From an optimization exercise on the open Yosys and OpenROAD flow, aimed at small area, a short achievable clock period and few clock cycles; shortcuts taken in it are not production practice.
RTL that was checked went through simulation tests only; none was proved equivalent to the original.
Function not checked in run 2: the RTL went through the layout flow alone.
Power figures rest on the tool's default switching activity, not on a simulated workload.

==> design/flow/design.v <==
package pooling_pkg;
  typedef enum logic [1:0] {
    IDLE   = 2'd0,
    ACCUM  = 2'd1,
    DIVIDE = 2'd2,
    OUT    = 2'd3
  } state_t;
  typedef enum logic {
    POOL_MEAN = 1'b0,
    POOL_MAX  = 1'b1
  } mode_t;
  function automatic integer len_width(input integer max_len);
    len_width = $clog2(max_len + 1);
  endfunction
  function automatic integer acc_width(input integer il, input integer fl, input integer max_len);
    acc_width = il + fl + len_width(max_len);
  endfunction
endpackage
module pool_divider #(
  parameter int NSTEP = 1
) (
  input  logic [3:0]         r_in,
  input  logic [2*NSTEP-1:0] d_in,
  input  logic [5:0]         n1,
  input  logic [5:0]         n3,
  output logic [3:0]         r_out,
  output logic [2*NSTEP-1:0] q_out
);
  logic [3:0] r [NSTEP+1];
  logic [5:0] z [NSTEP];
  logic [6:0] s1 [NSTEP];
  logic [5:0] s2 [NSTEP];
  logic [6:0] s3 [NSTEP];
  logic       c1 [NSTEP];
  logic       c2 [NSTEP];
  logic       c3 [NSTEP];
  always_comb begin
    r[0] = r_in;
    for (int i = 0; i < NSTEP; i++) begin
      z[i]  = {r[i], d_in[2*NSTEP-1-2*i -: 2]};
      s1[i] = {1'b0, z[i]} + {1'b0, n1};
      s2[i] = {1'b0, z[i][5:1]} + {1'b0, n1[4:0]};
      s3[i] = {1'b0, z[i]} + {1'b0, n3};
      c1[i] = s1[i][6];
      c2[i] = s2[i][5];
      c3[i] = s3[i][6];
      q_out[2*NSTEP-1-2*i -: 2] = {c2[i], c3[i] | (c1[i] & !c2[i])};
      if (c3[i])      r[i+1] = s3[i][3:0];
      else if (c2[i]) r[i+1] = {s2[i][2:0], z[i][0]};
      else if (c1[i]) r[i+1] = s1[i][3:0];
      else            r[i+1] = z[i][3:0];
    end
    r_out = r[NSTEP];
  end
endmodule
module pooling_unit #(
  parameter  int IL       = 4,
  parameter  int FL       = 16,
  parameter  int CHANNELS = 4,
  parameter  int MAX_LEN  = 16,
  localparam int LEN_W    = pooling_pkg::len_width(MAX_LEN),
  localparam int ACC_W    = pooling_pkg::acc_width(IL, FL, MAX_LEN),
  localparam int DW       = IL + FL
) (
  input  logic                 clk,
  input  logic                 rst,
  input  logic                 start,
  input  logic                 mode,
  input  logic [LEN_W-1:0]     len_cfg,
  input  logic [CHANNELS*DW-1:0] in_data,
  input  logic                 in_valid,
  output logic                 in_ready,
  output logic [CHANNELS*DW-1:0] out_data,
  output logic                 out_valid,
  input  logic                 out_ready,
  output logic                 busy
);
  localparam int SW     = DW + 4;                
  localparam int LO     = 12;                    
  localparam int NSTEP  = 1;                     
  localparam int NDIV   = DW / (2 * NSTEP);      
  logic             st_acc, st_fix, st_div, st_cor, st_out, st_busy;
  logic             mode_q, one_q;
  logic [3:0]       lm1_q;                       
  logic [5:0]       n1_q, n3_q;                  
  logic [3:0]       cnt_q;
  logic [LEN_W-1:0] len_clamped;
  logic             start_ok, beat, last_beat, last_div;
  logic [SW-1:0]         acc_q  [CHANNELS];
  logic                  cy_q   [CHANNELS];    
  logic                  neg_q  [CHANNELS];
  logic [DW-1:0]         x      [CHANNELS];
  logic [LO:0]           sum_lo [CHANNELS];
  logic [SW-LO-1:0]      sum_hi [CHANNELS];
  logic                  cin_hi [CHANNELS];
  logic                  cor    [CHANNELS];
  logic                  gt     [CHANNELS];
  logic [2*NSTEP-1:0]    d_in   [CHANNELS];
  logic [3:0]            r_nxt  [CHANNELS];
  logic [2*NSTEP-1:0]    q_nxt  [CHANNELS];
  assign in_ready  = st_acc;
  assign out_valid = st_out;
  assign busy      = st_busy;
  always_comb begin
    len_clamped = (len_cfg > LEN_W'(MAX_LEN)) ? LEN_W'(MAX_LEN) : len_cfg;
    start_ok    = start && !st_busy;
    beat        = in_valid && st_acc;
    last_beat   = beat && (cnt_q == '0);
    last_div    = st_div && (cnt_q == '0);
  end
  for (genvar g = 0; g < CHANNELS; g++) begin : g_lane
    always_comb begin
      x[g]      = in_data[g*DW +: DW];
      cor[g]    = neg_q[g] && (acc_q[g][SW-1:DW] != lm1_q);
      sum_lo[g] = {1'b0, acc_q[g][LO-1:0]} + (st_cor ? (LO+1)'(cor[g]) : {1'b0, x[g][LO-1:0]});
      cin_hi[g] = st_cor ? (cor[g] && (&acc_q[g][LO-1:0])) : cy_q[g];
      sum_hi[g] = acc_q[g][SW-1:LO]
                + ((st_cor || st_fix) ? '0 : {{(SW-DW){x[g][DW-1]}}, x[g][DW-1:LO]})
                + (SW-LO)'(cin_hi[g]);
      gt[g]     = {~x[g][DW-1], x[g][DW-2:0]} > {~acc_q[g][DW-1], acc_q[g][DW-2:0]};
      d_in[g]   = acc_q[g][DW-1 -: 2*NSTEP] ^ {(2*NSTEP){neg_q[g]}};
    end
    pool_divider #(
      .NSTEP(NSTEP)
    ) u_div (
      .r_in (acc_q[g][SW-1:DW]),
      .d_in (d_in[g]),
      .n1   (n1_q),
      .n3   (n3_q),
      .r_out(r_nxt[g]),
      .q_out(q_nxt[g])
    );
    always_ff @(posedge clk) begin
      if (start_ok) begin
        acc_q[g] <= '0;
        acc_q[g][DW-1] <= mode && (len_clamped != '0);
        cy_q[g]  <= 1'b0;
      end else if (beat) begin
        if (!mode_q) begin
          acc_q[g] <= {sum_hi[g], sum_lo[g][LO-1:0]};
          cy_q[g]  <= sum_lo[g][LO];
        end else if (gt[g]) begin
          acc_q[g][DW-1:0] <= x[g];
        end
      end else if (st_fix) begin
        acc_q[g][SW-1:LO] <= {1'b0, sum_hi[g][SW-LO-2:DW-LO] ^ {3{sum_hi[g][SW-LO-1]}}, sum_hi[g][DW-LO-1:0]};
        neg_q[g] <= sum_hi[g][SW-LO-1];
      end else if (st_div) begin
        acc_q[g] <= {r_nxt[g], acc_q[g][DW-2*NSTEP-1:0], q_nxt[g] ^ {(2*NSTEP){neg_q[g]}}};
      end else if (st_cor) begin
        acc_q[g][DW-1:0] <= {sum_hi[g][DW-LO-1:0], sum_lo[g][LO-1:0]};
      end
    end
    assign out_data[g*DW +: DW] = acc_q[g][DW-1:0];
  end
  always_ff @(posedge clk) begin
    if (rst) begin
      st_acc  <= 1'b0;
      st_fix  <= 1'b0;
      st_div  <= 1'b0;
      st_cor  <= 1'b0;
      st_out  <= 1'b0;
      st_busy <= 1'b0;
    end else begin
      if (start_ok) begin
        st_busy <= 1'b1;
        st_acc  <= (len_clamped != '0);
        st_out  <= (len_clamped == '0);
      end
      if (last_beat) begin
        st_acc <= 1'b0;
        if (!mode_q && !one_q) st_fix <= 1'b1;
        else st_out <= 1'b1;
      end
      if (st_fix) begin
        st_fix <= 1'b0;
        st_div <= 1'b1;
      end
      if (last_div) begin
        st_div <= 1'b0;
        st_cor <= 1'b1;
      end
      if (st_cor) begin
        st_cor <= 1'b0;
        st_out <= 1'b1;
      end
      if (st_out && out_ready) begin
        st_out  <= 1'b0;
        st_busy <= 1'b0;
      end
    end
  end
  always_ff @(posedge clk) begin
    if (start_ok) begin
      mode_q <= mode;
      one_q  <= (len_clamped == LEN_W'(1));
      lm1_q  <= 4'(len_clamped - LEN_W'(1));
      n1_q   <= 6'(7'd64 - 7'(len_clamped));
      n3_q   <= 6'(8'd192 - 8'(len_clamped) * 8'd3);
      cnt_q  <= 4'(len_clamped - LEN_W'(1));
    end else if (last_beat) begin
      cnt_q  <= 4'(NDIV - 1);
    end else if (beat || st_div) begin
      cnt_q  <= cnt_q - 4'd1;
    end
  end
endmodule
==> design/flow/run.sh <==
#!/bin/bash
# synth_recipe.tcl (not shown) runs the flow's synth.tcl, then flattens the netlist and writes it again
# the make line also repeats each setting of config.mk as NAME=value (left out here)
make -C /OpenROAD-flow-scripts/flow DESIGN_CONFIG=/design/flow/config.mk WORK_HOME=/design/flow/orfs CLKGATE_MAP_FILE= SYNTH_SCRIPT=/design/flow/synth_recipe.tcl finish
==> design/flow/config.mk <==
export PLATFORM = sky130hd
export DESIGN_NAME = pooling_unit
export DESIGN_NICKNAME = pooling_unit
export VERILOG_FILES = /design/flow/design.v
export SDC_FILE = /design/flow/constraint.sdc
export NUM_CORES = 4
export LEC_CHECK = 0
export CAP_MARGIN = 20
export CORE_MARGIN = 2
export CORE_UTILIZATION = 40
export SLEW_MARGIN = 20
==> design/flow/constraint.sdc <==
create_clock -name core_clock -period 6.0 [get_ports {clk}]
set_input_delay 1.2000 -clock core_clock [delete_from_list [all_inputs] [get_ports {clk}]]
set_output_delay 1.2000 -clock core_clock [all_outputs]
set_load 0.01 [all_outputs]
==> results of run 1 <==
## flip-flops by register name (all words and copies together), names as in the netlist
| register | cells |
|---|---|
| acc_q | 96 |
| n1_q | 6 |
| n3_q | 5 |
| cnt_q | 4 |
| cy_q | 4 |
| lm1_q | 4 |
| neg_q | 4 |
| mode_q | 1 |
| one_q | 1 |
| st_acc | 1 |
| st_busy | 1 |
| st_cor | 1 |
| st_div | 1 |
| st_fix | 1 |
| st_out | 1 |
## per-layer routing
| layer | vias up | track usage (%) |
|---|---|---|
| met5 | - | 0 |
| met4 | 4 | 11.8 |
| met3 | 112 | 5.20 |
| met2 | 575 | 41.3 |
| met1 | 7593 | 34.0 |
| li1 | 7598 | - |
## power by group
group          total [mW]  internal, mW  switching [mW]
combinational        2.07         0.966            1.11
clock                1.16         0.716           0.441
sequential           1.24          1.02           0.221
total                4.47          2.70            1.77
## logic make-up after synthesis
group | Yosys count | share of synthesized area, %
flops | 131 | 17.8
compound gates | 661 | 26.2
mux | 41 | 2.55
xor+xnor | 128 | 6.83
buf+inv | 280 | 8.37
fa+ha+maj | 267 | 21.5
simple gates | 531 | 16.9
## worst register-to-register path, cell delays in order, from the launching register on
cell and delay [ns]:
dfxtp_1 0.60, xnor2_1 0.13, nand4_1 0.13, nand3_1 0.22, o41ai_1 0.61, fa_1 0.33, inv_1 0.07, fa_1 0.37
nor2b_1 0.19, o2111ai_1 0.18, a31oi_1 0.30, xnor2_1 0.20, a221o_1 0.38, a21oi_1 0.16, o311a_1 0.17
## cell usage in the layout (no fill, tap or decap), types with 7 or more instances in the layout
cell type,n
xnor2_1,75
nor2_1,101
nor3_1,58
buf_4,25
ha_1,243
nand2b_1,22
o21ai_1,17
o31ai_1,11
a31oi_1,17
fa_1,24
dfxtp_1,100
clkbuf_16,20
o21bai_1,17
clkdlybuf4s50_1,173
mux2i_1,35
and3_1,12
a221o_1,9
nand2_1,103
a2111oi_0,7
a21oi_1,172
o22ai_1,10
a211oi_1,53
inv_1,112
a22oi_1,28
o21a_1,24
and2_1,35
xor2_1,53
a21o_1,63
a311oi_1,7
o2111ai_1,9
or3_1,16
nor2b_1,63
o211ai_1,23
nand3_1,33
nand4_1,48
a221oi_1,25
o21ai_0,127
a211o_1,9
edfxtp_1,29
## worst paths after layout
kind	from	end	cells after the start
setup / recovery	acc_q[1][20]	acc_q[1][20]	14
hold / removal	st_busy	st_busy	2
setup reg to reg	acc_q[1][20]	acc_q[1][20]	14
hold reg to reg	st_busy	st_busy	2
## layout make-up
type | count | area (um^2) | area share, %
clock buffer | 27 | 591 | 3.16
clock inverter | 5 | 52.6 | 0.281
inverter | 115 | 433 | 2.31
multi-input combinational | 1628 | 12100 | 64.9
sequential | 131 | 2920 | 15.6
tap | 532 | 666 | 3.56
timing repair buffer | 198 | 1920 | 10.3
## metrics by stage
stage               hold WS (ns)  worst slack [ns]  utilization, %  power, mW
finish                     0.513              1.90            46.0       4.47
global route               0.540              1.61            46.0       4.79
CTS                        0.515              1.98            46.0       4.47
detailed placement         0.509              1.53            44.5       3.30
global placement           0.509              1.63            44.5       3.26
floorplan                  0.474              2.36               -       2.72
==> notes.md, run 1 <==
- The count of port buffers added during placement is 173.
- Clock tree synthesis inserted a total of 17 buffers.
- The average footprint of a synthesized cell is 8.05 um^2.
- The total global routing overflow is 0.
- The routed length on met2 is 24800 um.
- CTS saw 131 sinks.
- The flow ran to the end and the layout has no timing, DRC or antenna violations.
- Dividing the detail-routed via count by the number of cells gives 6.03.
- The number of placed instances with taps included is 2604.
- The count of nets left with antenna violations once routing finished came out at 0.
- Counting every net in the synthesized netlist gives 2397.
- VDD sags by at most 0.000214 V.
- In the final layout, the share of cells above drive strength 1 is 4.09%.
- By area the synthesized netlist is led by ha_1, dfxtp_1, edfxtp_1.
- Setup violations remaining at the end of the flow were counted as 0.
- The first global-routing pass estimated 86600 um of wire.
- Static timing analysis puts the maximum clock frequency at 244 MHz.
- The initial antenna violation count is 2.
- The max-capacitance violation count is 0.
- The fraction of synthesis flops using an asynchronous set or reset pin is 0%.
- Yosys printed 32 warnings.
- The post-route DRC violation count is 0.
- Sequential elements use 17.8% of the synthesized area.
- The maximum level of the CTS H-tree is 4.
- The number of enable flip-flop cells after synthesis is 29.
- STA classifies the critical path startpoint as a register.
- For the pin with the worst max-slew slack, the measured transition is 1.02 ns.
- The endpoint required time on the critical path is 6.39 ns.
- The clock edge transition at the registers on the reported setup and hold paths is 0.06 ns.
- The clock arrives with 0.0113 ns of skew.
- Gates resized during post-CTS repair numbered 0.
- At the later pin of the worst-skew pair, clock insertion delay measures 0.45 ns.
- After detailed placement, the total cell area comes to 18100 um^2.
- The kind of capture point of the worst setup path is a register.
- The die covers 42600 um^2.
- Setup repair after global routing left no endpoint under its margin.
- The number of violations reported at the end of detailed-routing iteration 0 is 1055.
- Among cell families on the critical path, the largest total delay comes from compound AO/OA/AOI/OAI gates.
- The highest layer touched by signal routing is met5.
- In this run the worst path has a maximum fanout of 8.
- The worst reg-to-reg setup slack is 1.90 ns.
- The total track usage is 26.0%.
- At the end of routability-driven placement, the weighted congestion stood at 0.888.
- In the synthesized netlist, the cells that appear most often are ha_1, a21oi_1, o21ai_0, inv_1.
- The max-slew headroom at the worst pin is 32.1%.
- The largest net degree at the start of global routing is 57.
- The tightest min-delay check is of the register to register type.
- Measured along the x axis, the die boundary spans 207 um.
- TritonCTS built the clock tree.
- The total iterations of the first detailed-routing run is 7.
- ha_1 takes more of the synthesized area than any other cell.
- In this run the static leakage power is 7.62 nW.
- The number of I/O pins is 174.
- In this run the core area contains 74 standard-cell rows.
- Once the floorplan was initialized, standard cells occupied 40.4% of the core.
- Once detailed placement completed, the half-perimeter wirelength came to 42100 um.
- The number of different library cells used by synthesis comes to 69.
- After clock tree synthesis, the flow added hold-fix buffers numbering 0.
- Walking the worst path, the cells encountered are xnor2_1 -> nand4_1 -> nand3_1 -> o41ai_1 -> fa_1 -> inv_1 -> fa_1 -> nor2b_1 -> o2111ai_1 -> a31oi_1 -> xnor2_1 -> a221o_1 -> a21oi_1 -> o311a_1.
- The count of antenna diodes in the layout is 0.
- The finished cells cover 18700 um^2.
- The filler cells instantiated in the layout total 3960.
- In the synthesized netlist the dominant register cell turns out to be dfxtp_1.
- The period utilization is 68.4%.
- The arrival time of the worst setup path is 4.49 ns.
- In this run the post-CTS setup repair buffer count came out at 0.
- The top cell type's share of synthesized area is 18.5%.
- The via total after detailed routing is 15900.
- The critical path is of the register to register type.
- The clock root buffer is clkbuf_16.
- The detailed-route wire length per cell is 21.0 um.
- The number of global-route vias before repair is 15600.
- The finished layout holds 2636 standard cells, fillers aside.
- The die span in y is 207 um.
- The met3 wire length is 4260 um.
- The summed negative setup slack over all endpoints is 0 ns.
- The standard cell core area is 40600 um^2.
- The final net count is 2449.
- The synthesized design contains 131 register bits.
- The number of buffers and inverters on the critical path is 1.
- The worst-path cell with the longest stage delay is o41ai_1.
- The layout-stage area growth over the synthesis result is 14.1%.
- The cell area after synthesis is 16400 um^2.
- The synthesized netlist cell count is 2039.
- The aggregate routed wire length is 55500 um.
- The detailed-routing wirelength on met1 is 24200 um.
- The final hold violation count is 0.
- The final count of pins violating max slew is 0.
- Yosys instantiated no cell more often than ha_1.
- In this design, the stage delay of the slowest critical-path cell is 0.61 ns.
- The number of buffers on the longest clock path is 2.
- The power density relative to cell area is 239 nW/um^2.
- The post-route minimum period is 4.10 ns.
Testbench counts, summed over its fixed seeds: cycles 12,707.
==> inputs of run 2 (changes only) <==
--- a/design/flow/design.v
+++ b/design/flow/design.v
@@ -92,7 +92,9 @@
   logic [DW-1:0]         x      [CHANNELS];
   logic [LO:0]           sum_lo [CHANNELS];
   logic [SW-LO-1:0]      sum_hi [CHANNELS];
-  logic                  cin_hi [CHANNELS];
+  logic [DW-1:0]         xg     [CHANNELS];
+  logic [DW-1:0]         q_new  [CHANNELS];
+  logic                  cl_q   [CHANNELS];    
   logic                  cor    [CHANNELS];
   logic                  gt     [CHANNELS];
   logic [2*NSTEP-1:0]    d_in   [CHANNELS];
@@ -111,12 +113,12 @@
   for (genvar g = 0; g < CHANNELS; g++) begin : g_lane
     always_comb begin
       x[g]      = in_data[g*DW +: DW];
-      cor[g]    = neg_q[g] && (acc_q[g][SW-1:DW] != lm1_q);
-      sum_lo[g] = {1'b0, acc_q[g][LO-1:0]} + (st_cor ? (LO+1)'(cor[g]) : {1'b0, x[g][LO-1:0]});
-      cin_hi[g] = st_cor ? (cor[g] && (&acc_q[g][LO-1:0])) : cy_q[g];
-      sum_hi[g] = acc_q[g][SW-1:LO]
-                + ((st_cor || st_fix) ? '0 : {{(SW-DW){x[g][DW-1]}}, x[g][DW-1:LO]})
-                + (SW-LO)'(cin_hi[g]);
+      xg[g]     = x[g] & {DW{st_acc}};
+      sum_lo[g] = {1'b0, acc_q[g][LO-1:0]} + (st_cor ? (LO+1)'(cl_q[g]) : {1'b0, x[g][LO-1:0]});
+      sum_hi[g] = acc_q[g][SW-1:LO] + {{(SW-DW){xg[g][DW-1]}}, xg[g][DW-1:LO]}
+                + (SW-LO)'(cy_q[g]);
+      q_new[g]  = {acc_q[g][DW-2*NSTEP-1:0], q_nxt[g] ^ {(2*NSTEP){neg_q[g]}}};
+      cor[g]    = neg_q[g] && (r_nxt[g] != lm1_q);
       gt[g]     = {~x[g][DW-1], x[g][DW-2:0]} > {~acc_q[g][DW-1], acc_q[g][DW-2:0]};
       d_in[g]   = acc_q[g][DW-1 -: 2*NSTEP] ^ {(2*NSTEP){neg_q[g]}};
     end
@@ -135,6 +137,7 @@
         acc_q[g] <= '0;
         acc_q[g][DW-1] <= mode && (len_clamped != '0);
         cy_q[g]  <= 1'b0;
+        cl_q[g]  <= 1'b0;
       end else if (beat) begin
         if (!mode_q) begin
           acc_q[g] <= {sum_hi[g], sum_lo[g][LO-1:0]};
@@ -146,9 +149,12 @@
         acc_q[g][SW-1:LO] <= {1'b0, sum_hi[g][SW-LO-2:DW-LO] ^ {3{sum_hi[g][SW-LO-1]}}, sum_hi[g][DW-LO-1:0]};
         neg_q[g] <= sum_hi[g][SW-LO-1];
       end else if (st_div) begin
-        acc_q[g] <= {r_nxt[g], acc_q[g][DW-2*NSTEP-1:0], q_nxt[g] ^ {(2*NSTEP){neg_q[g]}}};
+        acc_q[g] <= {r_nxt[g], q_new[g]};
+        cl_q[g]  <= cor[g];
+        cy_q[g]  <= cor[g] && (&q_new[g][LO-1:0]);
       end else if (st_cor) begin
         acc_q[g][DW-1:0] <= {sum_hi[g][DW-LO-1:0], sum_lo[g][LO-1:0]};
+        cl_q[g]  <= 1'b0;
       end
     end
     assign out_data[g*DW +: DW] = acc_q[g][DW-1:0];
--- a/design/flow/config.mk
+++ b/design/flow/config.mk
@@ -8,4 +8,5 @@
 export CAP_MARGIN = 20
 export CORE_MARGIN = 2
 export CORE_UTILIZATION = 40
+export SETUP_SLACK_MARGIN = 2.6
 export SLEW_MARGIN = 20
==> run 2 against run 1 <==
  * Still clean on timing, DRC and antenna
  * Wire length increased by 1.7%
  * Critical path depth decreased by 1
  * Via count rose by 1.9%
  * Sequential cell count up 4
  * Worst hold slack got worse by 0.027 ns
  * Non-clock buffer count rose by 108
  * Register-to-register slack gained 0.64 ns
  * Critical endpoint is now acc_q[3][22]
  * Largest cell class unchanged
  * Largest power group unchanged
==> notes.md, run 2 <==
- The die footprint was 41800 um^2 (was 42600 um^2).
- The switching power share of the total came to 40.5% (was 39.6%).
- The final hold violation count was 0 (unchanged).
- The first-pass GRT wire length is 86600 um (about the same).
- The number of violations reported at the end of detailed-routing iteration 0 is 1172 (was 1055).
- The top cell type's share of synthesized area is 19.0% (was 18.5%).
- The most used standard cell by instance count after synthesis was ha_1 (unchanged).
- The maximum level of the CTS H-tree is 4 (unchanged).
- The area occupied by multi-input gates is 12900 um^2 (was 12100 um^2).
- The post-synth net total is 2373 (was 2397).
- The post-synthesis sequential element count is 135 (was 131).
- The initial antenna violation count is 2 (unchanged).
- The aggregate routed wire length was 56400 um (was 55500 um).
- The total clock sinks is 135 (was 131).
- The final-layout worst hold slack was 0.487 ns (was 0.513 ns).
- The clock buffer count from CTS is 17 (unchanged).
- The max-slew headroom at the worst pin is 24.3% (was 32.1%).
- The die extent in x is 204 um (was 207 um).
- The layout cell share with drive strength beyond 1 was 18.0% (was 4.09%).
- The net switching power is 2.06 mW (was 1.77 mW).
- The slew of the pin with the lowest slew margin came to 1.13 ns (was 1.02 ns).
- The via count normalized by instance count is 5.94 (was 6.03).
- The path class of the lowest-slack min-delay path is register to register (unchanged).
- The detailed-route wire length per cell is 20.7 um (was 21.0 um).
- The relative contribution of sequential cells to total power is 25.4% (was 27.7%).
- The average footprint of a synthesized cell came to 7.98 um^2 (was 8.05 um^2).
- The post-placement cell area is 17800 um^2 (was 18100 um^2).
- The number of I/O pins was 174 (unchanged).
- The die span in y is 204 um (was 207 um).
- The largest fanout of any net on the critical path was 2 (was 8).
- Top cells by area in the synthesized netlist: ha_1, dfxtp_1, edfxtp_1 (unchanged).
- The post-layout utilization of the core is 51.8% (was 46.0%).
- The standard cell core area was 39700 um^2 (was 40600 um^2).
- The area taken by flip-flops and latches is 3000 um^2 (was 2920 um^2).
- The area of all placed cells without fillers is 20600 um^2 (was 18700 um^2).
- The max-capacitance violation count is 0 (unchanged).
- The total iterations of the first detailed-routing run was 7 (unchanged).
- The synthesized netlist cell count is 2014 (was 2039).
- The largest vdd supply drop is 0.000196 V (was 0.000214 V).
- The period utilization is 61.7% (was 68.4%).
- The clock root buffer is clkbuf_16 (unchanged).
- RSZ-0062 raised after global routing: yes (was no).
- The start-to-end type of the worst setup path is primary input to register (was register to register).
- The power density relative to cell area is 247 nW/um^2 (was 239 nW/um^2).
- The number of enable flip-flop cells after synthesis is 29 (unchanged).
- The post-route DRC violation count is 0 (unchanged).
- Leading cell types by count after synthesis: ha_1, nor2_1, a21oi_1, o21ai_0, inv_1 (was ha_1, a21oi_1, o21ai_0, inv_1).
- The part of the Yosys area used for sequential elements is 18.6% (was 17.8%).
- The dominant synthesized flop cell is dfxtp_1 (unchanged).
- The total global routing overflow came to 0 (unchanged).
- The most common cell after layout, fill and taps aside was ha_1 (unchanged).
- The count of port buffers added during placement is 173 (unchanged).
- Top library cells by usage in the layout, fill and taps aside: ha_1, nor2_1, clkdlybuf4s50_1 (was ha_1, clkdlybuf4s50_1, a21oi_1).
- The register bank with the most flops is acc_q (unchanged).
- The clock latency reported for the late side of the worst-skew pair is 0.46 ns (was 0.45 ns).
- The largest net degree at the start of global routing was 80 (was 57).
- The layout-stage area growth over the synthesis result came to 28.0% (was 14.1%).
- The summed negative setup slack over all endpoints was 0 ns (unchanged).
- The total leakage power is 8.64 nW (was 7.62 nW).
- The number of flip-flops in the largest register came to 96 (unchanged).
- The portion of total power attributed to the clock network is 24.9% (was 25.9%).
- Registers with the most flip-flops: acc_q (96), n1_q (6), n3_q (5) (unchanged).
- The number of global-route vias before repair is 15700 (was 15600).
- The final count of pins violating max slew was 0 (unchanged).
- The worst clock skew was 0.00949 ns (was 0.0113 ns).
- The fraction of synthesis flops using an asynchronous set or reset pin is 0% (unchanged).
- The initial core utilization came to 40.5% (was 40.4%).
- The count of hold buffers inserted by post-cts repair was 0 (unchanged).
- The internal power is 3.03 mW (was 2.70 mW).
- The routability congestion estimate from global placement was 0.857 (was 0.888).
- The via total after detailed routing is 16200 (was 15900).
- The post-route minimum period was 3.70 ns (was 4.10 ns).
- The number of unique standard cell types used by synthesis is 71 (was 69).
- The half-perimeter wire length of the detailed placement result is 39400 um (was 42100 um).
- Run status: finished clean (unchanged).
- The nature of the critical path startpoint is a primary input (was register).
- The CTS tree is built (unchanged).
- The part of the power in combinational logic is 49.7% (was 46.4%).
- The kind of capture point of the worst setup path is a register (unchanged).
- The worst reg-to-reg setup slack is 2.54 ns (was 1.90 ns).
- The total number of yosys warnings came to 36 (was 32).
- The overall power after layout is 5.09 mW (was 4.47 mW).
- The setup-violating endpoint count in the final report was 0 (unchanged).
- The library cell with the largest summed area after synthesis is ha_1 (unchanged).
- The endpoint required time on the critical path came to 6.34 ns (was 6.39 ns).
- The post-detailed-route count of antenna-violating nets is 0 (unchanged).
- The number of buffers on the longest clock path is 2 (unchanged).
- The count of filler cells inserted in the layout was 3733 (was 3960).
- The total track usage came to 26.3% (was 26.0%).
- The maximum clock rate is 270 MHz (was 244 MHz).
- The number of cell rows is 73 (was 74).
- The cell area after synthesis was 16100 um^2 (was 16400 um^2).
- The clock edge transition at the registers on the reported setup and hold paths is 0.07 ns (was 0.06 ns).
- The arrival time of the worst setup path was 4.04 ns (was 4.49 ns).
- The final net count was 2543 (was 2449).
[run 2: changes by cell type after synthesis, moves of 15 or more]
cell	previous run	this run
nand2b_1	23	8
nor2_1	103	202
xor2_1	53	72
nand4_1	48	26
a211oi_1	53	74
a21oi_1	172	123
a221oi_1	25	42
mux2i_1	35	13
[run 2: through the flow]
step,setup WS [ns],instances
2_1_floorplan,2.10,2014
3_3_place_gp,1.42,2575
3_5_place_dp,1.29,2575
4_1_cts,2.23,2693
5_1_grt,2.23,2723
6_report,2.30,2724
[run 2: area by class of cell]
type,count,share of cell area (%)
multi-input cells,1609,62.9
flip-flops and latches,135,14.6
repair buffers,306,13.9
well taps,525,3.19
inverters,115,2.10
clock buffers,17,2.07
clock inverters,15,1.21
diodes,2,0.0243
[run 2: what timing repair did]
item                                    4_1_cts  5_1_grt
pin swaps                                    95       89
gates cloned                                  3        3
gates resized for setup                     173      153
endpoints found under the setup margin      108       99
buffers inserted                             83       26
[run 2: kinds of logic after synthesis]
kind of cell | after synthesis | share of synthesized area (%)
adders and majority gates | 268 | 22.0
buffers and inverters | 274 | 8.38
xor gates and xnor gates | 141 | 7.82
and+or+nand+nor | 591 | 17.8
muxes | 14 | 0.880
DFF | 135 | 18.6
AOI/OAI and AO/OA | 591 | 24.5
[run 2: worst paths after layout]
check / start / to / cells after the start
min: cl_q[1] / cl_q[1] / 2
min reg2reg: cl_q[1] / cl_q[1] / 2
max reg2reg: neg_q[3] / cy_q[3] / 12
max: in_data[72] / acc_q[3][22] / 13
[run 2: metal layers]
metal,vias to the layer above,track usage (%),share of wire [%]
li1,7634,-,-
met1,7833,34.0,43
met2,589,44.4,47
met3,123,4.07,6.2
met4,2,9.24,3.2
met5,-,0,0.025
[run 2: worst max-delay path, cell delays in order]
cell,delay (ns)
buf_8,0.10
and2_4,0.15
fa_2,0.37
fa_2,0.35
a21o_1,0.18
a21oi_2,0.18
o21ai_2,0.08
or4_4,0.45
a31o_4,0.25
a21oi_4,0.17
xnor2_2,0.15
xnor2_1,0.11
a2111oi_2,0.31
[run 2: power groups by stage]
stage                     combinational (mW)  clock (mW)  sequential, mW
final                                   2.53        1.27            1.29
after detailed placement                2.16           0            1.30
after CTS                               2.36        1.27            1.28
after global routing                    2.78        1.31            1.31
after floorplan                         1.66           0            1.20
after global placement                  2.12           0            1.30
==> inputs of run 3 (changes only) <==
--- a/design/flow/design.v
+++ b/design/flow/design.v
@@ -89,6 +89,8 @@
   logic [SW-1:0]         acc_q  [CHANNELS];
   logic                  cy_q   [CHANNELS];    
   logic                  neg_q  [CHANNELS];
+  logic                  xr_q   [CHANNELS];    
+  logic [3:0]            r_in   [CHANNELS];
   logic [DW-1:0]         x      [CHANNELS];
   logic [LO:0]           sum_lo [CHANNELS];
   logic [SW-LO-1:0]      sum_hi [CHANNELS];
@@ -121,11 +123,12 @@
       cor[g]    = neg_q[g] && (r_nxt[g] != lm1_q);
       gt[g]     = {~x[g][DW-1], x[g][DW-2:0]} > {~acc_q[g][DW-1], acc_q[g][DW-2:0]};
       d_in[g]   = acc_q[g][DW-1 -: 2*NSTEP] ^ {(2*NSTEP){neg_q[g]}};
+      r_in[g]   = acc_q[g][SW-1:DW] ^ {(SW-DW){xr_q[g]}};
     end
     pool_divider #(
       .NSTEP(NSTEP)
     ) u_div (
-      .r_in (acc_q[g][SW-1:DW]),
+      .r_in (r_in[g]),
       .d_in (d_in[g]),
       .n1   (n1_q),
       .n3   (n3_q),
@@ -146,10 +149,12 @@
           acc_q[g][DW-1:0] <= x[g];
         end
       end else if (st_fix) begin
-        acc_q[g][SW-1:LO] <= {1'b0, sum_hi[g][SW-LO-2:DW-LO] ^ {3{sum_hi[g][SW-LO-1]}}, sum_hi[g][DW-LO-1:0]};
+        acc_q[g][SW-1:LO] <= sum_hi[g];
         neg_q[g] <= sum_hi[g][SW-LO-1];
+        xr_q[g]  <= sum_hi[g][SW-LO-1];
       end else if (st_div) begin
         acc_q[g] <= {r_nxt[g], q_new[g]};
+        xr_q[g]  <= 1'b0;
         cl_q[g]  <= cor[g];
         cy_q[g]  <= cor[g] && (&q_new[g][LO-1:0]);
       end else if (st_cor) begin
--- a/design/flow/config.mk
+++ b/design/flow/config.mk
@@ -8,5 +8,5 @@
 export CAP_MARGIN = 20
 export CORE_MARGIN = 2
 export CORE_UTILIZATION = 40
-export SETUP_SLACK_MARGIN = 2.6
+export SETUP_SLACK_MARGIN = 2.7
 export SLEW_MARGIN = 20
==> run 3 against run 2 <==
  * Critical endpoint is now cy_q[1]
  * Combinational power is essentially flat
  * Register-to-register slack gained 0.14 ns
  * Worst hold slack is essentially flat
  * Core utilization grew 0.45 points
  * Critical path type is now register to register
  * Fmax grew 11%
  * Worst setup slack gained 0.38 ns
  * Wire length shrank 0.63%
  * Clock-buffer cell count grew 7
==> notes.md, run 3 <==
- The clock root buffer is clkbuf_16 (unchanged).
- The largest vdd supply drop came to 0.000212 V (was 0.000196 V).
- The setup-violating endpoint count in the final report came to 0 (unchanged).
- The library cell with the largest summed area after synthesis is ha_1 (unchanged).
- The most common cell after layout, fill and taps aside was ha_1 (unchanged).
- The summed negative setup slack over all endpoints came to 0 ns (unchanged).
- The post-route DRC violation count is 0 (unchanged).
- The final count of pins violating max slew is 0 (unchanged).
- The post-layout utilization of the core is 52.2% (was 51.8%).
- The count of port buffers added during placement was 173 (unchanged).
- The post-detailed-route count of antenna-violating nets is 0 (unchanged).
- The number of global-route vias before repair was 15300 (was 15700).
- RSZ-0062 raised after global routing: yes (unchanged).
- The portion of total power attributed to the clock network is 22.5% (was 24.9%).
- The total track usage came to 25.4% (was 26.3%).
- The count of hold buffers inserted by post-cts repair came to 0 (unchanged).
- The net switching power came to 2.00 mW (was 2.06 mW).
- The number of placed instances with taps included came to 2574 (was 2575).
- The aggregate routed wire length is 56100 um (was 56400 um).
- The total leakage power is 8.86 nW (was 8.64 nW).
- The number of flip-flops in the largest register is 96 (unchanged).
- The xor and xnor area share after synthesis was 8.38% (was 7.82%).
- The initial core utilization came to 40.8% (was 40.5%).
- The part of the Yosys area used for sequential elements is 19.1% (was 18.6%).
- The relative contribution of sequential cells to total power came to 26.0% (was 25.4%).
- The post-layout instance count excluding filler cells is 2742 (was 2724).
- The post-route minimum period is 3.32 ns (was 3.70 ns).
- The clock latency reported for the late side of the worst-skew pair is 0.44 ns (was 0.46 ns).
- The number of buffers on the longest clock path was 2 (unchanged).
- The CTS tree is built (unchanged).
- The area occupied by multi-input gates was 13100 um^2 (was 12900 um^2).
- The clock buffer count from CTS came to 17 (unchanged).
- The number of buffers and inverters on the critical path is 2 (was 1).
- The largest fanout of any net on the critical path came to 3 (was 2).
- The first-pass GRT wire length is 84900 um (was 86600 um).
- The total iterations of the first detailed-routing run is 5 (was 7).
- The standard cell core area was 40000 um^2 (was 39700 um^2).
- The layout cell share with drive strength beyond 1 was 19.9% (was 18.0%).
- The number of I/O pins was 174 (unchanged).
- The number of enable flip-flop cells after synthesis is 33 (was 29).
- The clock edge transition at the registers on the reported setup and hold paths was 0.06 ns (was 0.07 ns).
- The via total after detailed routing is 15900 (was 16200).
- The post-synth net total came to 2371 (was 2373).
- The die footprint is 42400 um^2 (was 41800 um^2).
- The largest net degree at the start of global routing is 78 (was 80).
- Top library cells by usage in the layout, fill and taps aside: ha_1, nor2_1, buf_4 (was ha_1, nor2_1, clkdlybuf4s50_1).
- The arrival time of the worst setup path is 3.63 ns (was 4.04 ns).
- The final hold violation count is 0 (unchanged).
- The die span in y came to 206 um (was 204 um).
- The dominant synthesized flop cell is dfxtp_1 (unchanged).
- Run status: finished clean (unchanged).
- The initial antenna violation count was 2 (unchanged).
- The half-perimeter wire length of the detailed placement result is 39600 um (was 39400 um).
- The period utilization came to 55.3% (was 61.7%).
- The total number of yosys warnings is 40 (was 36).
- The part of the power in combinational logic was 51.5% (was 49.7%).
- The critical path's top delay family is compound AO/OA/AOI/OAI gates (unchanged).
- The register bank with the most flops is acc_q (unchanged).
- The detailed-route wire length per cell is 20.4 um (was 20.7 um).
- The endpoint required time on the critical path is 6.31 ns (was 6.34 ns).
- The top cell type's share of synthesized area came to 18.6% (was 19.0%).
- The multiplexer share of the synthesized area was 1.46% (was 0.880%).
- The number of cell rows is 73 (unchanged).
- The maximum clock rate is 301 MHz (was 270 MHz).
- The average footprint of a synthesized cell is 8.10 um^2 (was 7.98 um^2).
- The count of filler cells inserted in the layout is 3769 (was 3733).
- The switching power share of the total is 40.6% (was 40.5%).
- The worst-path cell with the longest stage delay is edfxtp_1 (was or4_4).
- Leading cell types by count after synthesis: ha_1, nor2_1, a21oi_1, inv_1, o21ai_0 (was ha_1, nor2_1, a21oi_1, o21ai_0, inv_1).
- The layout-stage area growth over the synthesis result is 28.1% (was 28.0%).
- The maximum level of the CTS H-tree came to 4 (unchanged).
- The start-to-end type of the worst setup path is register to register (was primary input to register).
- Top cells by area in the synthesized netlist: ha_1, dfxtp_1, edfxtp_1 (unchanged).
- The routability congestion estimate from global placement was 0.909 (was 0.857).
- The power density relative to cell area is 235 nW/um^2 (was 247 nW/um^2).
- The fraction of synthesis flops using an asynchronous set or reset pin is 0% (unchanged).
- Registers with the most flip-flops: acc_q (96), n1_q (6), n3_q (5) (unchanged).
- The die extent in x came to 206 um (was 204 um).
- The total clock sinks is 139 (was 135).
- The overall power after layout was 4.92 mW (was 5.09 mW).
- The via count normalized by instance count is 5.80 (was 5.94).
- The largest family of logic cells by synthesized area is compound AO/OA/AOI/OAI gates (unchanged).
- The nature of the critical path startpoint was a register (was primary input).
- The fraction of the mapped netlist area in compound gates was 23.4% (was 24.5%).
- The cell area after synthesis is 16300 um^2 (was 16100 um^2).
- The number of unique standard cell types used by synthesis was 82 (was 71).
- The final net count came to 2561 (was 2543).
- The simple logic cell fraction of the synthesized area came to 17.4% (was 17.8%).
- The internal power is 2.92 mW (was 3.03 mW).
- The kind of capture point of the worst setup path is a register (unchanged).
- The worst clock skew is 0.00935 ns (was 0.00949 ns).
- The post-synthesis share of cell area spent on full adders, half adders and majority gates is 21.6% (was 22.0%).
- The path class of the lowest-slack min-delay path is register to register (unchanged).
- Cells along the critical path: xor2_2 -> ha_2 -> inv_1 -> fa_2 -> and2b_2 -> o31ai_4 -> a21o_1 -> buf_4 -> or3_1 -> a32oi_2 -> xnor2_1 -> nand3_2 -> a31oi_1 -> a211oi_1 (was buf_8 -> and2_4 -> fa_2 -> fa_2 -> a21o_1 -> a21oi_2 -> o21ai_2 -> or4_4 -> a31o_4 -> a21oi_4 -> xnor2_2 -> xnor2_1 -> a2111oi_2).
- The synthesized netlist cell count is 2013 (was 2014).
- The area taken by flip-flops and latches came to 3120 um^2 (was 3000 um^2).
- The number of violations reported at the end of detailed-routing iteration 0 came to 994 (was 1172).
- The slew of the pin with the lowest slew margin is 0.987 ns (was 1.13 ns).
- The maximum cell stage delay along the critical path is 0.46 ns (was 0.45 ns).
- The max-slew headroom at the worst pin is 33.5% (was 24.3%).
- The max-capacitance violation count was 0 (unchanged).
- The total global routing overflow is 0 (unchanged).
- The post-synthesis sequential element count came to 139 (was 135).
- The most used standard cell by instance count after synthesis is ha_1 (unchanged).
## run 3: cell types whose count changed after synthesis, moves of 6 or more
cell / before / now
inv_1: 115 / 126
nor4_1: 2 / 8
o21a_1: 19 / 13
nand2b_1: 8 / 19
o22ai_1: 12 / 6
a31o_2: 6 / 0
a21oi_1: 123 / 129
clkbuf_1: 63 / 51
a211oi_1: 74 / 67
nor2_1: 202 / 188
a22oi_1: 40 / 31
xnor2_1: 66 / 82
## run 3: cells by family (layout without fill, tap and decap cells)
kind of cell / count (synthesis) / in the layout
buffers and inverters: 280 / 475
AND/OR/NAND/NOR: 580 / 588
AO/OA/AOI/OAI: 568 / 568
adder cells (fa/ha/maj): 267 / 267
multiplexers: 23 / 23
XOR/XNOR: 156 / 156
flip-flops: 139 / 139
other: 0 / 1
## run 3: timing repair
| action | 4_1_cts | 5_1_grt |
|---|---|---|
| setup endpoints to repair | 111 | 109 |
| gates resized for setup | 167 | 184 |
| pin swaps | 87 | 104 |
| setup buffers | 80 | 44 |
| cloned | 7 | 4 |
## run 3: path summary, 6_finish.rpt
check            end  startpoint  slack [ns]  cells past startpoint
max reg2reg  cy_q[1]    neg_q[1]        2.68                     14
min reg2reg  cl_q[3]     cl_q[3]        0.49                      2
min          cl_q[3]     cl_q[3]        0.49                      2
max          cy_q[1]    neg_q[1]        2.68                     14
## run 3: cell type report
cell class	count	share of cell area, %
Inverter	127	2.32
Antenna cell	1	0.0120
Timing Repair Buffer	316	13.8
Tap cell	525	3.14
Sequential cell	139	14.9
Clock buffer	24	2.51
Clock inverter	8	0.377
Multi-Input combinational cell	1602	62.9
## run 3: layer usage
layer	vias up	wire [um]	track usage [%]
met5	-	0	0
met4	0	1370	6.81
met3	90	3050	3.04
met2	541	26500	42.1
met1	7650	25100	34.7
li1	7612	-	-
## run 3: through the flow
step | setup WS (ns) | hold WS (ns) | area (um^2)
final | 2.68 | 0.487 | 20900
after global routing | 2.58 | 0.517 | 20900
after CTS | 2.69 | 0.490 | 19800
after detailed placement | 1.54 | 0.479 | 17900
after global placement | 1.73 | 0.468 | 17900
after floorplan | 2.66 | 0.444 | 16400
## run 3: worst register-to-register path: cells and delay by family, from the launching register on
family / cells / cell delay [ns]
and+or+nand+nor: 3 / 0.73
DFF: 1 / 0.46
xor gates and xnor gates: 2 / 0.40
AOI/OAI and AO/OA: 5 / 0.81
buffers and inverters: 2 / 0.22
adders and majority gates: 2 / 0.57
## run 3: power by group through the flow
stage / registers [mW] / logic [mW] / clock network, mW
after global placement: 1.28 / 2.09 / 0
after CTS: 1.27 / 2.31 / 1.11
after global routing: 1.30 / 2.78 / 1.15
after detailed placement: 1.28 / 2.13 / 0
final: 1.28 / 2.53 / 1.10
after floorplan: 1.21 / 1.62 / 0
Testbench counts of run 3, summed over its fixed seeds: cycles 12,707.
==> inputs of run 4 (changes only) <==
--- a/design/flow/config.mk
+++ b/design/flow/config.mk
@@ -8,5 +8,5 @@
 export CAP_MARGIN = 20
 export CORE_MARGIN = 2
 export CORE_UTILIZATION = 40
-export SETUP_SLACK_MARGIN = 2.7
+export SETUP_SLACK_MARGIN = 3.0
 export SLEW_MARGIN = 20
==> run 4 against run 3 <==
  * Core utilization rose by 3.1 points
  * Wire length rose by 3.4%
  * Fmax fell by 0.17%
  * Critical path type unchanged
  * Still clean
  * Sequential power barely moved
  * Global-route usage rose by 1.1 points
  * Worst setup slack got worse by 0.0058 ns
  * Final cell count rose by 1.6%
  * Sequential cell count did not move
  * Register-to-register slack barely moved
  * Clock power barely moved
==> notes.md, run 4 <==
- Run status: finished clean (unchanged).
- The count of filler cells inserted in the layout is 3661 (was 3769).
- The half-perimeter wire length of the detailed placement result is 39500 um (was 39600 um).
- The cell area after synthesis is 16300 um^2 (unchanged).
- The endpoint required time on the critical path is 6.31 ns (about the same).
- The clock edge transition at the registers on the reported setup and hold paths came to 0.06 ns (about the same).
- The final-layout worst hold slack is 0.480 ns (was 0.487 ns).
- The top cell type's share of synthesized area is 18.6% (unchanged).
- The end point of the worst hold path is cl_q[3] (unchanged).
- Top cells by area in the synthesized netlist: ha_1, dfxtp_1, edfxtp_1 (unchanged).
- The max-slew headroom at the worst pin was 35.3% (was 33.5%).
- The number of violations reported at the end of detailed-routing iteration 0 was 1091 (was 994).
- The period utilization is 55.4% (was 55.3%).
- The total number of yosys warnings is 40 (unchanged).
- The start-to-end type of the worst setup path is register to register (unchanged).
- The arrival time of the worst setup path is 3.64 ns (was 3.63 ns).
- The post-layout utilization of the core is 55.3% (was 52.2%).
- The layout-stage area growth over the synthesis result was 35.7% (was 28.1%).
- The part of the Yosys area used for sequential elements is 19.1% (unchanged).
- The total track usage was 26.5% (was 25.4%).
- The average footprint of a synthesized cell is 8.10 um^2 (unchanged).
- The slew of the pin with the lowest slew margin is 0.961 ns (was 0.987 ns).
- The start point of the worst min-delay path is cl_q[3] (unchanged).
- The largest fanout of any net on the critical path is 4 (was 3).
- The total leakage power came to 9.20 nW (was 8.86 nW).
- The count of antenna diodes in the layout is 0 (was 1).
- The nature of the critical path startpoint is a register (unchanged).
- The number of global-route vias before repair is 15900 (was 15300).
- The die span in y came to 206 um (unchanged).
- The dominant synthesized flop cell is dfxtp_1 (unchanged).
- The via count normalized by instance count was 5.85 (was 5.80).
- The number of enable flip-flop cells after synthesis is 33 (unchanged).
- The number of unique standard cell types used by synthesis is 82 (unchanged).
- The post-route minimum period came to 3.32 ns (about the same).
- The number of cell rows was 73 (unchanged).
- The total global routing overflow was 0 (unchanged).
- The register bank with the most flops was acc_q (unchanged).
- The number of placed instances with taps included is 2571 (was 2574).
- The most common cell after layout, fill and taps aside is ha_1 (unchanged).
- The max-capacitance violation count was 0 (unchanged).
- The power density relative to cell area was 235 nW/um^2 (about the same).
- The kind of capture point of the worst setup path is a register (unchanged).
- The fraction of synthesis flops using an asynchronous set or reset pin is 0% (unchanged).
- The via total after detailed routing is 16300 (was 15900).
- The detailed-route wire length per cell is 20.8 um (was 20.4 um).
- The final count of pins violating max slew is 0 (unchanged).
- Top library cells by usage in the layout, fill and taps aside: ha_1, nor2_1, buf_4 (unchanged).
- The initial core utilization is 40.8% (unchanged).
- The post-synth net total is 2371 (unchanged).
- The number of buffers on the longest clock path is 2 (unchanged).
- The routability congestion estimate from global placement is 0.927 (was 0.909).
- The number of I/O pins came to 174 (unchanged).
- The worst clock skew is 0.0109 ns (was 0.00935 ns).
- The initial antenna violation count is 2 (unchanged).
- The setup-violating endpoint count in the final report is 0 (unchanged).
- The final hold violation count is 0 (unchanged).
- The number of flip-flops in the largest register is 96 (unchanged).
- The layout cell share with drive strength beyond 1 was 28.5% (was 19.9%).
- The post-synthesis sequential element count came to 139 (unchanged).
- Registers with the most flip-flops: acc_q (96), n1_q (6), n3_q (5) (unchanged).
- The cell count of the worst hold path is 2 (unchanged).
- The clock buffer count from CTS is 17 (unchanged).
- The post-route DRC violation count is 0 (unchanged).
- The count of port buffers added during placement is 173 (unchanged).
- The worst reg-to-reg setup slack is 2.68 ns (about the same).
- Leading cell types by count after synthesis: ha_1, nor2_1, a21oi_1, inv_1, o21ai_0 (unchanged).
- The aggregate routed wire length is 58000 um (was 56100 um).
- The largest net degree at the start of global routing was 78 (unchanged).
- The path class of the lowest-slack min-delay path is register to register (unchanged).
- The final net count is 2607 (was 2561).
- The largest vdd supply drop is 0.000267 V (was 0.000212 V).
- The launch point of the worst reg-to-reg path is neg_q[1] (unchanged).
- The library cell with the largest summed area after synthesis is ha_1 (unchanged).
- The total clock sinks is 139 (unchanged).
- The total iterations of the first detailed-routing run is 6 (was 5).
- The clock root buffer is clkbuf_16 (unchanged).
- The worst reg-to-reg path cell count is 13 (was 14).
- RSZ-0062 raised after global routing: yes (unchanged).
- The CTS tree is built (unchanged).
- The synthesized netlist cell count is 2013 (unchanged).
- The standard cell core area is 40000 um^2 (unchanged).
- The die footprint is 42400 um^2 (unchanged).
- The maximum level of the CTS H-tree is 4 (unchanged).
- The post-detailed-route count of antenna-violating nets is 0 (unchanged).
- The summed negative setup slack over all endpoints was 0 ns (unchanged).
- The endpoint of the worst-slack reg-to-reg timing path is cl_q[1] (was cy_q[1]).
- The most used standard cell by instance count after synthesis is ha_1 (unchanged).
- The maximum clock rate is 301 MHz (about the same).
- The count of hold buffers inserted by post-cts repair came to 0 (unchanged).
- The first-pass GRT wire length is 88100 um (was 84900 um).
- The clock latency reported for the late side of the worst-skew pair came to 0.44 ns (about the same).
- The post-layout instance count excluding filler cells is 2787 (was 2742).
- The die extent in x is 206 um (unchanged).
[run 4: cell families after synthesis]
logic type	share of synthesized area, %
AOI/OAI and AO/OA	23.4
xor gates and xnor gates	8.38
adders and majority gates	21.6
buffers and inverters	8.71
DFF	19.1
muxes	1.46
and+or+nand+nor	17.4
[run 4: metrics by stage]
step,power [mW],area (um^2),worst slack (ns)
global placement,3.43,18300,1.81
finish,5.20,22100,2.68
floorplan,2.88,16800,2.75
global route,5.53,22100,2.62
detailed placement,3.47,18300,1.80
CTS,4.89,20900,2.71
[run 4: how the worst max path moves through the flow]
stage	cells after the start	slack, ns	start	end
after floorplan	13	2.75	in_data[40]	cy_q[2]
after global placement	14	1.81	in_data[20]	cy_q[1]
after detailed placement	14	1.80	in_data[20]	cy_q[1]
after CTS	13	2.71	neg_q[1]	cl_q[1]
after global routing	13	2.62	neg_q[1]	cl_q[1]
final	13	2.68	neg_q[1]	cl_q[1]
[run 4: what timing repair did]
item                                    in CTS  in global routing
endpoints found under the setup margin     118                122
cloned                                      13                  2
pin swaps                                  166                159
buffers inserted                           114                 55
resized for setup                          385                242
[run 4: area by class of cell]
class	instances	area, um^2	area share (%)
inverters	127	531	2.40
multi-input cells	1605	14000	63.4
well taps	525	657	2.97
clock buffers	19	443	2.00
flip-flops and latches	139	3120	14.1
repair buffers	359	3190	14.4
clock inverters	13	150	0.678
[run 4: metal layers]
layer	wire length (um)	vias up	global-route usage, %	share of wire, %
li1	-	7713	-	-
met1	25400	7890	35.8	44
met2	27100	583	43.1	47
met3	3550	116	3.85	6.1
met4	1840	4	9.36	3.2
met5	25	-	0	0.043
[run 4: critical path: stages (launching register included)]
cell and delay (ns):
edfxtp_1 0.52, xor2_2 0.22, ha_2 0.21, inv_2 0.05, fa_2 0.38, and2b_2 0.25
o31ai_4 0.07, a21o_1 0.22, a221o_2 0.39, xnor2_1 0.16, o41ai_2 0.29, nand3_2 0.18
a32oi_1 0.21, nor2_1 0.06
[run 4: power breakdown]
group	switching [mW]	internal (mW)	total (mW)
Sequential	0.208	1.08	1.29
Clock	0.445	0.660	1.11
Combinational	1.47	1.34	2.81
Total	2.12	3.08	5.20
==> inputs of run 5 (changes only) <==
--- a/design/flow/config.mk
+++ b/design/flow/config.mk
@@ -8,5 +8,4 @@
 export CAP_MARGIN = 20
 export CORE_MARGIN = 2
 export CORE_UTILIZATION = 40
-export SETUP_SLACK_MARGIN = 3.0
 export SLEW_MARGIN = 20
==> run 5 against run 4 <==
  * Highest routed layer unchanged
  * Core utilization down 9.1 points
  * Worst hold slack better by 0.015 ns
  * Synthesized area unchanged
  * Still clean on timing, DRC and antenna
  * Wire length down 11%
  * Critical path depth down 2
==> notes.md, run 5 <==
- The clock latency reported for the late side of the worst-skew pair is 0.44 ns (about the same).
- The die extent in x is 206 um (unchanged).
- Top library cells by usage in the layout, fill and taps aside: ha_1, nor2_1, clkdlybuf4s50_1 (was ha_1, nor2_1, buf_4).
- Registers with the most flip-flops: acc_q (96), n1_q (6), n3_q (5) (unchanged).
- The quantity of gates resized following cts is 0 (was 385).
- The final count of pins violating max slew is 0 (unchanged).
- The nature of the critical path startpoint is a primary input (was register).
- The clock buffer count from CTS is 17 (unchanged).
- The part of the Yosys area used for sequential elements is 19.1% (unchanged).
- The initial core utilization is 40.8% (unchanged).
- The count of hold buffers inserted by post-cts repair is 0 (unchanged).
- The setup-violating endpoint count in the final report is 0 (unchanged).
- The detailed-route wire length per cell is 19.8 um (was 20.8 um).
- The number of buffers on the longest clock path is 2 (unchanged).
- The summed negative setup slack over all endpoints is 0 ns (unchanged).
- The initial antenna violation count was 4 (was 2).
- The layout cell share with drive strength beyond 1 is 4.13% (was 28.5%).
- Top cells by area in the synthesized netlist: ha_1, dfxtp_1, edfxtp_1 (unchanged).
- The overall power after layout was 4.56 mW (was 5.20 mW).
- The path class of the lowest-slack min-delay path is register to register (unchanged).
- The count of port buffers added during placement is 173 (unchanged).
- The endpoint required time on the critical path is 6.28 ns (was 6.31 ns).
- The maximum clock rate came to 242 MHz (was 301 MHz).
- The die footprint was 42400 um^2 (unchanged).
- The average footprint of a synthesized cell is 8.10 um^2 (unchanged).
- The max-capacitance violation count is 0 (unchanged).
- The arrival time of the worst setup path is 4.42 ns (was 3.64 ns).
- The total global routing overflow came to 0 (unchanged).
- The worst reg-to-reg path cell count came to 13 (unchanged).
- The number of enable flip-flop cells after synthesis came to 33 (unchanged).
- The first-pass GRT wire length is 81500 um (was 88100 um).
- The post-synth net total came to 2371 (unchanged).
- The cell area after synthesis came to 16300 um^2 (unchanged).
- The post-route minimum period came to 4.14 ns (was 3.32 ns).
- The number of unique standard cell types used by synthesis came to 82 (unchanged).
- The register bank with the most flops was acc_q (unchanged).
- The routability congestion estimate from global placement is 0.910 (was 0.927).
- The kind of capture point of the worst setup path is a register (unchanged).
- RSZ-0062 raised after global routing: no (was yes).
- The library cell with the largest summed area after synthesis is ha_1 (unchanged).
- The number of cell rows is 73 (unchanged).
- The start-to-end type of the worst setup path was primary input to register (was register to register).
- The die span in y is 206 um (unchanged).
- Leading cell types by count after synthesis: ha_1, nor2_1, a21oi_1, inv_1, o21ai_0 (unchanged).
- The post-route DRC violation count is 0 (unchanged).
- The clock edge transition at the registers on the reported setup and hold paths is 0.06 ns (about the same).
- The via count normalized by instance count is 5.78 (was 5.85).
- The maximum level of the CTS H-tree is 4 (unchanged).
- The number of global-route vias before repair is 14700 (was 15900).
- The aggregate routed wire length is 51500 um (was 58000 um).
- The total number of yosys warnings was 40 (unchanged).
- The total iterations of the first detailed-routing run came to 6 (unchanged).
- Run status: finished clean (unchanged).
- The total track usage was 24.4% (was 26.5%).
- The largest fanout of any net on the critical path is 23 (was 4).
- The largest vdd supply drop is 0.000218 V (was 0.000267 V).
- The cell count of the worst hold path is 1 (was 2).
- The fraction of synthesis flops using an asynchronous set or reset pin is 0% (unchanged).
- The dominant synthesized flop cell is dfxtp_1 (unchanged).
- The post-synthesis sequential element count is 139 (unchanged).
- The worst clock skew is 0.0107 ns (was 0.0109 ns).
- The most used standard cell by instance count after synthesis is ha_1 (unchanged).
- The power density relative to cell area is 246 nW/um^2 (was 235 nW/um^2).
- The most common cell after layout, fill and taps aside is ha_1 (unchanged).
- The total leakage power is 7.78 nW (was 9.20 nW).
- The post-CTS setup-driven buffer insertion count came to 0 (was 114).
- The period utilization is 69.0% (was 55.4%).
- The number of flip-flops in the largest register is 96 (unchanged).
- The top cell type's share of synthesized area came to 18.6% (unchanged).
- The post-detailed-route count of antenna-violating nets is 0 (unchanged).
- The layout-stage area growth over the synthesis result came to 13.5% (was 35.7%).
- The number of violations reported at the end of detailed-routing iteration 0 is 1078 (was 1091).
- The largest net degree at the start of global routing came to 77 (was 78).
- The max-slew headroom at the worst pin is 23.8% (was 35.3%).
- The final net count is 2427 (was 2607).
- The CTS tree is built (unchanged).
- The standard cell core area came to 40000 um^2 (unchanged).
- The number of I/O pins came to 174 (unchanged).
- The final hold violation count is 0 (unchanged).
- The synthesized netlist cell count is 2013 (unchanged).
- The total clock sinks is 139 (unchanged).
- The half-perimeter wire length of the detailed placement result is 39400 um (was 39500 um).
- The slew of the pin with the lowest slew margin was 1.14 ns (was 0.961 ns).
- The clock root buffer is clkbuf_16 (unchanged).
- The via total after detailed routing is 15100 (was 16300).
-- run 5: cell counts after synthesis --
No cell type changed its count.
-- run 5: path summary, 6_finish.rpt --
kind                            slack, ns   startpoint            to
worst min-delay path                 0.50       st_out       st_busy
worst max register to register       1.96       st_cor       cy_q[1]
worst max-delay path                 1.86  in_data[77]  acc_q[3][11]
worst min register to register       0.50       st_out       st_busy
-- run 5: power by group --
group	internal (mW)	switching [mW]	leakage (nW)
sequential	1.08	0.189	1.18
combinational	0.983	1.18	6.30
clock	0.690	0.442	0.291
total	2.75	1.81	7.78
-- run 5: per-stage QoR --
step / setup slack (ns) / util [%] / hold slack, ns / cells / area [um^2]
after detailed placement: 1.50 / 44.7 / 0.483 / 2574 / 17900
after global routing: 1.52 / 46.3 / 0.517 / 2609 / 18500
after floorplan: 2.45 / - / 0.444 / 2013 / 16300
after global placement: 1.55 / 44.7 / 0.471 / 2574 / 17900
after CTS: 1.92 / 46.2 / 0.495 / 2606 / 18500
final: 1.86 / 46.3 / 0.495 / 2609 / 18500
-- run 5: per-layer routing --
metal  vias up  GRT usage [%]  part of all wire (%)
met2       478           39.9                    46
met3        71           2.78                   5.4
met1      7218           33.8                    46
met4         4           7.40                   2.2
met5         -              0                 0.060
li1       7321              -                     -
-- run 5: kinds of logic after synthesis --
| kind of cell | share of synthesized area, % |
|---|---|
| AOI/OAI and AO/OA | 23.4 |
| xor gates and xnor gates | 8.38 |
| adders and majority gates | 21.6 |
| buffers and inverters | 8.71 |
| DFF | 19.1 |
| muxes | 1.46 |
| and+or+nand+nor | 17.4 |
-- run 5: critical path: stages --
cell and delay [ns]:
clkdlybuf4s50_1 0.48, ha_1 0.33, nand2_1 0.09, nor4_1 0.47, nand2_1 0.17, a21oi_1 0.22, a2111oi_1 0.10, nand4_1 0.10
nand3_1 0.65, a221oi_1 0.48, a221oi_1 0.12
-- run 5: cell type report --
class                           count  area (um^2)
Multi-Input combinational cell   1594        11800
Clock inverter                     14          179
Clock buffer                       18          429
Fill cell                        3962        21500
Antenna cell                        2         5.00
Inverter                          127          478
Sequential cell                   139         3110
Tap cell                          525          657
Timing Repair Buffer              190         1860
==> inputs of run 6 (changes only) <==
==> design/flow/flow/run.sh (new file) <==
#!/bin/bash
# The standard layout, with the port buffers made of plain buffers
# (sky130_fd_sc_hd__buf_2) instead of the delay cells buffer_ports picks.
set -euo pipefail
export BUFFER_PORTS_ARGS="-buffer_cell sky130_fd_sc_hd__buf_2"
bash standard.sh > standard.log 2>&1
==> design/flow/standard.sh (new file) <==
#!/bin/bash
# synth_recipe.tcl (not shown) runs the flow's synth.tcl, then flattens the netlist and writes it again
# the make line also repeats each setting of config.mk as NAME=value (left out here)
make -C /OpenROAD-flow-scripts/flow DESIGN_CONFIG=/design/flow/config.mk WORK_HOME=/design/flow/orfs CLKGATE_MAP_FILE= SYNTH_SCRIPT=/design/flow/synth_recipe.tcl "${@:-finish}"
--- a/design/flow/config.mk
+++ b/design/flow/config.mk
@@ -8,4 +8,6 @@
 export CAP_MARGIN = 20
 export CORE_MARGIN = 2
 export CORE_UTILIZATION = 40
+export GPL_TIMING_DRIVEN = 0
+export SETUP_SLACK_MARGIN = 2.7
 export SLEW_MARGIN = 20
removed: design/flow/run.sh
==> run 6 against run 5 <==
  * Die area unchanged
  * Sequential power about the same
  * Fmax up 26%
  * Register-to-register slack better by 0.77 ns
  * Non-clock buffer count up 188
  * Sequential share of layout area down 1.0 points
  * Critical endpoint is now cy_q[2]
==> notes.md, run 6 <==
- The library cell with the largest summed area after synthesis is ha_1 (unchanged).
- The standard cell core area is 40000 um^2 (unchanged).
- The initial core utilization came to 40.8% (unchanged).
- The final-layout worst hold slack is 0.503 ns (was 0.495 ns).
- The aggregate routed wire length came to 57700 um (was 51500 um).
- The met1 capacity usage during global routing is 35.9% (was 33.8%).
- The routability congestion estimate from global placement came to 0.941 (was 0.910).
- The total leakage power is 8.84 nW (was 7.78 nW).
- The number of global-route vias before repair is 15500 (was 14700).
- The clock latency reported for the late side of the worst-skew pair came to 0.44 ns (about the same).
- The number of cell rows is 73 (unchanged).
- The count of hold buffers inserted by post-cts repair was 0 (unchanged).
- Top library cells by usage in the layout, fill and taps aside: ha_1, nor2_1, buf_2 (was ha_1, nor2_1, clkdlybuf4s50_1).
- Run status: finished clean (unchanged).
- The maximum clock rate was 304 MHz (was 242 MHz).
- The worst reg-to-reg setup slack was 2.73 ns (was 1.96 ns).
- The path class of the lowest-slack min-delay path was register to register (unchanged).
- The worst-path cell with the longest stage delay is fa_2 (was nand3_1).
- The most common cell after layout, fill and taps aside was ha_1 (unchanged).
- The number of unique standard cell types used by synthesis came to 82 (unchanged).
- The post-route DRC violation count is 0 (unchanged).
- Cells along the critical path: buf_8 -> inv_4 -> o21ai_2 -> ha_2 -> fa_2 -> a21oi_2 -> o21ai_2 -> a2111oi_4 -> o41a_1 -> nor2b_1 -> o21a_1 -> o21ai_1 -> a21oi_1 -> a41o_1 (was clkdlybuf4s50_1 -> ha_1 -> nand2_1 -> nor4_1 -> nand2_1 -> a21oi_1 -> a2111oi_1 -> nand4_1 -> nand3_1 -> a221oi_1 -> a221oi_1).
- The critical path's top delay family is compound AO/OA/AOI/OAI gates (was simple AND/OR/NAND/NOR gates).
- The internal power was 2.81 mW (was 2.75 mW).
- The register bank with the most flops was acc_q (unchanged).
- Leading cell types by count after synthesis: ha_1, nor2_1, a21oi_1, inv_1, o21ai_0 (unchanged).
- The detailed-route wire length per cell was 20.6 um (was 19.8 um).
- The die extent in x was 206 um (unchanged).
- The part of the Yosys area used for sequential elements is 19.1% (unchanged).
- The net switching power is 1.98 mW (was 1.81 mW).
- The half-perimeter wire length of the detailed placement result came to 45000 um (was 39400 um).
- The cell area after synthesis is 16300 um^2 (unchanged).
- The start point of the worst min-delay path is cl_q[3] (was st_out).
- The cell count of the worst hold path is 2 (was 1).
- The arrival time of the worst setup path was 3.62 ns (was 4.42 ns).
- The post-detailed-route count of antenna-violating nets is 0 (unchanged).
- The global routing's busiest layer was met2 (unchanged).
- The dominant synthesized flop cell was dfxtp_1 (unchanged).
- The total global routing overflow is 0 (unchanged).
- The max-slew headroom at the worst pin is 24.7% (was 23.8%).
- The total track usage is 26.8% (was 24.4%).
- The post-route minimum period came to 3.28 ns (was 4.14 ns).
- The number of I/O pins is 174 (unchanged).
- The endpoint of the worst-slack reg-to-reg timing path is cl_q[1] (was cy_q[1]).
- The worst reg-to-reg path cell count is 15 (was 13).
- The via count normalized by instance count is 5.76 (was 5.78).
- The via total after detailed routing is 16100 (was 15100).
- The number of buffers and inverters on the critical path is 2 (was 1).
- The first-pass GRT wire length is 88000 um (was 81500 um).
- The met3 track demand over resource in global routing is 3.23% (was 2.78%).
- The end point of the worst hold path is cl_q[3] (was st_busy).
- The setup-violating endpoint count in the final report was 0 (unchanged).
- RSZ-0062 raised after global routing: yes (was no).
- The clock buffer count from CTS was 17 (unchanged).
- The nature of the critical path startpoint is a primary input (unchanged).
- The final net count was 2615 (was 2427).
- The worst clock skew is 0.00902 ns (was 0.0107 ns).
- The power density relative to cell area is 243 nW/um^2 (was 246 nW/um^2).
- The number of buffers on the longest clock path is 2 (unchanged).
- The post-synth net total is 2371 (unchanged).
- The switching power share of the total is 41.4% (was 39.7%).
- The total iterations of the first detailed-routing run is 6 (unchanged).
- The summed negative setup slack over all endpoints is 0 ns (unchanged).
- The fraction of synthesis flops using an asynchronous set or reset pin is 0% (unchanged).
- Registers with the most flip-flops: acc_q (96), n1_q (6), n3_q (5) (unchanged).
- The die footprint was 42400 um^2 (unchanged).
- The kind of capture point of the worst setup path is a register (unchanged).
- The post-synthesis sequential element count is 139 (unchanged).
- The number of violations reported at the end of detailed-routing iteration 0 is 1246 (was 1078).
- The met2 track demand over resource is 44.4% (was 39.9%).
- The most used standard cell by instance count after synthesis is ha_1 (unchanged).
==> run 6: per-stage QoR <==
step | worst slack [ns] | utilization (%) | area, um^2 | power [mW] | cells
final | 2.72 | 49.3 | 19700 | 4.79 | 2797
after global routing | 2.61 | 49.3 | 19700 | 5.09 | 2796
after CTS | 2.61 | 47.3 | 18900 | 4.59 | 2762
after detailed placement | 1.91 | 44.7 | 17900 | 3.44 | 2711
after global placement | 1.97 | 44.7 | 17900 | 3.40 | 2711
after floorplan | 2.66 | - | 16400 | 2.83 | 2013
==> run 6: cell families (layout without fill, tap and decap cells) <==
logic type      Yosys count  in the layout  synth area share [%]
compound gates          568            568                  23.4
xor+xnor                156            156                  8.38
fa+ha+maj               267            267                  21.6
mux                      23             23                  1.46
flops                   139            139                  19.1
simple gates            580            580                  17.4
other cells               0              2                     0
buf+inv                 280            537                  8.71
==> run 6: timing repair <==
action | CTS | global route
resized for setup | 76 | 156
buffers inserted | 19 | 33
cloned | 0 | 0
pin swaps | 22 | 65
setup endpoints to repair | 77 | 94
==> run 6: how the worst max path moves through the flow <==
stage / startpoint / end / slack (ns) / cells after the start
2_1_floorplan: in_data[40] / cy_q[2] / 2.66 / 13
6_report: in_data[40] / cy_q[2] / 2.72 / 14
3_5_place_dp: in_valid / acc_q[3][15] / 1.91 / 9
3_3_place_gp: in_valid / acc_q[2][18] / 1.97 / 9
5_1_grt: neg_q[1] / cl_q[1] / 2.61 / 14
4_1_cts: neg_q[0] / cl_q[0] / 2.61 / 14
==> run 6: cell type report <==
class	count	area, um^2
clock inverter	14	129
inverter	127	485
timing repair buffer	225	1290
buffer	153	1000
tap	525	657
clock buffer	18	429
multi-input combinational	1594	12600
antenna	2	5.00
fill	3942	20300
sequential	139	3120
==> run 6: metal layers <==
metal,vias to the layer above,wire length (um),part of all wire (%)
li1,7705,-,-
met1,7744,25700,45
met2,566,27200,47
met3,104,2980,5.2
met4,0,1780,3.1
met5,-,0,0
==> run 6: worst reg2reg max path, cell delays in order, from the launching register on <==
cell	delay (ns)
edfxtp_1	0.38
buf_6	0.16
xor2_4	0.18
ha_4	0.17
inv_2	0.05
fa_2	0.39
and2b_2	0.25
o31ai_4	0.07
a21o_1	0.19
buf_6	0.13
or3_4	0.34
a32oi_4	0.27
xnor2_2	0.15
nand3_2	0.14
a32oi_1	0.22
nor2_1	0.05
==> run 6: power groups by stage <==
stage               Sequential, mW  Combinational, mW  Clock [mW]
finish                        1.27               2.45        1.06
global route                  1.29               2.71        1.09
CTS                           1.27               2.26        1.06
detailed placement            1.28               2.16           0
global placement              1.28               2.12           0
floorplan                     1.21               1.62           0

-- separate check: timing with driven ports --
How much do the figures lean on ideal ports? The routed layouts below were timed once more, with nothing changed but the port constraints.
Step 1: set_driving_cell puts a clkbuf_16 on clk and a buf_2 on each other input, an assumption about the parent block.
Step 2, shift: input delay + t, output delay - t, t = (earliest + latest rising clock arrival at the registers) / 2. This alone moves slack from input paths to output paths.
Slacks: ideal / step 1 / step 2; pairs: ideal / step 1.
run	shift t [ns]	slack for setup (ns)
run 1	0.495	1.898 / 1.898 / 1.469
run 2	0.515	2.299 / 2.317 / 1.802
run 3	0.487	2.681 / 2.681 / 2.258
run 4	0.485	2.675 / 2.675 / 2.365
run 5	0.487	1.861 / 1.893 / 1.406
run 6	0.497	2.716 / 2.731 / 2.234
After both steps setup and hold are still met in every run listed.
